Context: an optimization exercise on an open-source flow, tuned for small area and few clock cycles per item. The choices shown serve that exercise and are no tape-out recipe. In this exercise RTL edits were held to simulation tests only and were not proved equivalent to the original.

Setup of run 1:
Design yuv420_crop_rotate_mirror_address, start of the top module:
module yuv420_crop_rotate_mirror_address (
  input  logic                                 clk,
  input  logic                                 rst_n,
  input  logic                                 cfg_psel,
  input  logic                                 cfg_penable,
  input  logic                                 cfg_pwrite,
  input  logic [yuvcrm_pkg::CFG_ADDR_W-1:0]    cfg_paddr,
  input  logic [yuvcrm_pkg::CFG_DATA_W-1:0]    cfg_pwdata,
  output logic [yuvcrm_pkg::CFG_DATA_W-1:0]    cfg_prdata,
  output logic                                 cfg_pready,
  input  logic                                 in_tvalid,
  output logic                                 in_tready,
  input  logic [31:0]                          in_tdata,   
  input  logic [yuvcrm_pkg::PLANE_W-1:0]       in_tuser,   
  output logic                                 out_tvalid,
  input  logic                                 out_tready,
  output logic [31:0]                          out_tdata,  
  output logic [yuvcrm_pkg::PLANE_W-1:0]       out_tuser   
);
  localparam int DIM_W    = yuvcrm_pkg::DIM_W;
  localparam int POS_W    = yuvcrm_pkg::POS_W;
  localparam int SAMPLE_W = yuvcrm_pkg::SAMPLE_W;
  localparam int ADDR_W   = yuvcrm_pkg::ADDR_W;
  logic [1:0]       mode_r;
  logic [DIM_W-1:0] in_w_r, in_h_r, crop_w_r, crop_h_r;
  logic             cfg_wr;
  assign cfg_pready = 1'b1;
  assign cfg_wr     = cfg_psel && cfg_penable && cfg_pwrite;
  logic [4:0]       wen;
  logic [1:0]       wd_m;
  logic [DIM_W-1:0] wd_w, wd_h, wd_cw, wd_ch;
  always_comb begin
    for (int k = 0; k < 5; k++) wen[k] = !rst_n || (cfg_wr && cfg_paddr[4:2] == 3'(k));
    wd_m  = rst_n ? cfg_pwdata[1:0] : 2'd0;
    wd_w  = rst_n ? cfg_pwdata[DIM_W-1:0] : yuvcrm_pkg::RST_INPUT_WIDTH;
    wd_h  = rst_n ? cfg_pwdata[DIM_W-1:0] : yuvcrm_pkg::RST_INPUT_HEIGHT;
    wd_cw = rst_n ? cfg_pwdata[DIM_W-1:0] : yuvcrm_pkg::RST_CROP_WIDTH;
    wd_ch = rst_n ? cfg_pwdata[DIM_W-1:0] : yuvcrm_pkg::RST_CROP_HEIGHT;
  end
  always_ff @(posedge clk) begin
  ...
For scale: about 1600 cells after synthesis, about 170 flip-flops, ~150 I/O pins, roughly 14000 um^2 of cells after synthesis.
export LEC_CHECK = 0
export ABC_AREA = 1
export CAP_MARGIN = 20
export CORE_MARGIN = 2
export CORE_UTILIZATION = 40
export CTS_BUF_LIST = sky130_fd_sc_hd__clkbuf_8
export SLEW_MARGIN = 20
create_clock -name core_clock -period 6.0 [get_ports {clk}]
standard.sh (not shown) runs the stock make flow with config.mk's settings and CLKGATE_MAP_FILE= SYNTH_SCRIPT=/design/flow/synth_recipe.tcl, a recipe that flattens the netlist after the stock synthesis.
==> flow/flow/run.sh <==
#!/bin/bash
# The standard layout (the standard.sh: ORFS synthesis through finish), with two
# changes: the buffers that placement puts on every input and output port are the
# platform's smallest plain buffer instead of the cell buffer_ports picks by itself, and
# after global routing ORFS's power recovery resizes gates off the critical paths down.
set -euo pipefail
export BUFFER_PORTS_ARGS="-buffer_cell sky130_fd_sc_hd__buf_1"
export RECOVER_POWER=100
bash standard.sh > standard.log 2>&1
Although run 1 finished all stages, its layout failed final checks on capacitance limit, slew limit.
Testbench counts of run 1, summed over its fixed seeds: cycles 58,814, items 58,788.
[inputs] run 2 vs run 1
- removing ABC_AREA (formerly 1)
- setting GPL_TIMING_DRIVEN to 0 for the first time
==> flow/flow/run.sh <==
#!/bin/bash
# The standard layout (the standard.sh: ORFS synthesis through finish), with one
# change: the buffers that placement puts on every input and output port are the
# platform's smallest plain buffer instead of the cell buffer_ports picks by itself.
set -euo pipefail
export BUFFER_PORTS_ARGS="-buffer_cell sky130_fd_sc_hd__buf_1"
bash standard.sh > standard.log 2>&1
[summary]
- Run 2 finished all stages; the layout is clean.
- Final instance area: run 2 vs run 1 up about 3.3%
- On area used by multi-input combinational logic: between run 1 and run 2, it ends up higher for run 2.
- Note that the maximum number of pins on one net before global-route repair recorded for run 1 amounts to 2.1 times the value seen in run 2.
- Run 2: sum of met3 wire segment lengths after detailed routing 99 um below run 1
- Looking at antenna diode count, run 2 sits 2 above run 1.
- A standard cell with the maximum stage delay on the critical path of fa_1 is what run 1 shows, while edfxtp_1 belongs to run 2.
- Post-place setup slack: run 2 < run 1
- Count of fill cells added during filler insertion went down by a few percent going from run 1 to run 2.
- The worst hold margin in run 2 sits 0.0033 ns below the value recorded for run 1.
- As far as adder-cell share of the synthesized area is concerned, run 2 and run 1 perform about the same.
diff inputs: run 2 => run 3
- GPL_TIMING_DRIVEN: 0 -> unset
==> flow/run.sh (new file) <==
#!/bin/bash
# synth_recipe.tcl (not shown) runs the flow's synth.tcl, then flattens the netlist and writes it again
# the make line also repeats each setting of config.mk as NAME=value (left out here)
make -C /OpenROAD-flow-scripts/flow DESIGN_CONFIG=/design/flow/config.mk WORK_HOME=/design/flow/orfs CLKGATE_MAP_FILE= SYNTH_SCRIPT=/design/flow/synth_recipe.tcl finish
removed: flow/flow/run.sh
removed: flow/standard.sh
Comparing count of clock-buffer cells in the layout for run 2 and run 3, the smaller number came from run 3.
Per the comparison of run 3 with run 2, critical-path maximum fanout fell by 1; number of enable-type register cells in the synthesized netlist shows no meaningful change.
Diff run 2 -> run 3: number of gates resized after CTS shows a reduction of 7, number of placed instances with taps included fell by 33, post-route fraction of the period consumed by the critical path went down by 0.23 points, via count of the routed design lost 2.3%, critical path depth now larger.
Looking at number of nets in the layout across run 2 and run 3, the one that comes out higher is run 2.

[separate check: timing with driven ports]
How much do the figures lean on ideal ports? The routed layouts below were timed once more, with nothing changed but the port constraints. Step 1 (the two cells are an assumption about what drives the block):
set clk [get_ports {clk}]
set_driving_cell -lib_cell sky130_fd_sc_hd__clkbuf_16 $clk
set_driving_cell -lib_cell sky130_fd_sc_hd__buf_2 [delete_from_list [all_inputs] $clk]
Step 2 adds t to the input delays and takes it off the output delays; t is the mean of the earliest and latest rising clock arrival at the registers after step 1. Input paths then give back, and output paths get back, about the clock's delay inside the block. Slacks: ideal ports / drivers / drivers and shift; pairs: ideal ports / drivers.
run	t, ns	setup WS [ns]	clock arrival spread, ns	worst data-port slew with drivers (ns)	cell pins on the clock port's net
run 1	0.535	0.193 / 0.193 / 0.002	0.022 / 0.022	0.09	1
run 2	0.541	0.250 / 0.250 / -0.213	0.021 / 0.020	0.09	1
run 3	0.548	0.264 / 0.264 / -0.010	0.028 / 0.027	0.09	1
With both steps, setup timing fails in run 2 and run 3, where it was met with ideal ports. For run 2, which loses most, drivers alone change the setup slack by 0.000 ns; drivers and shift together by -0.463 ns.
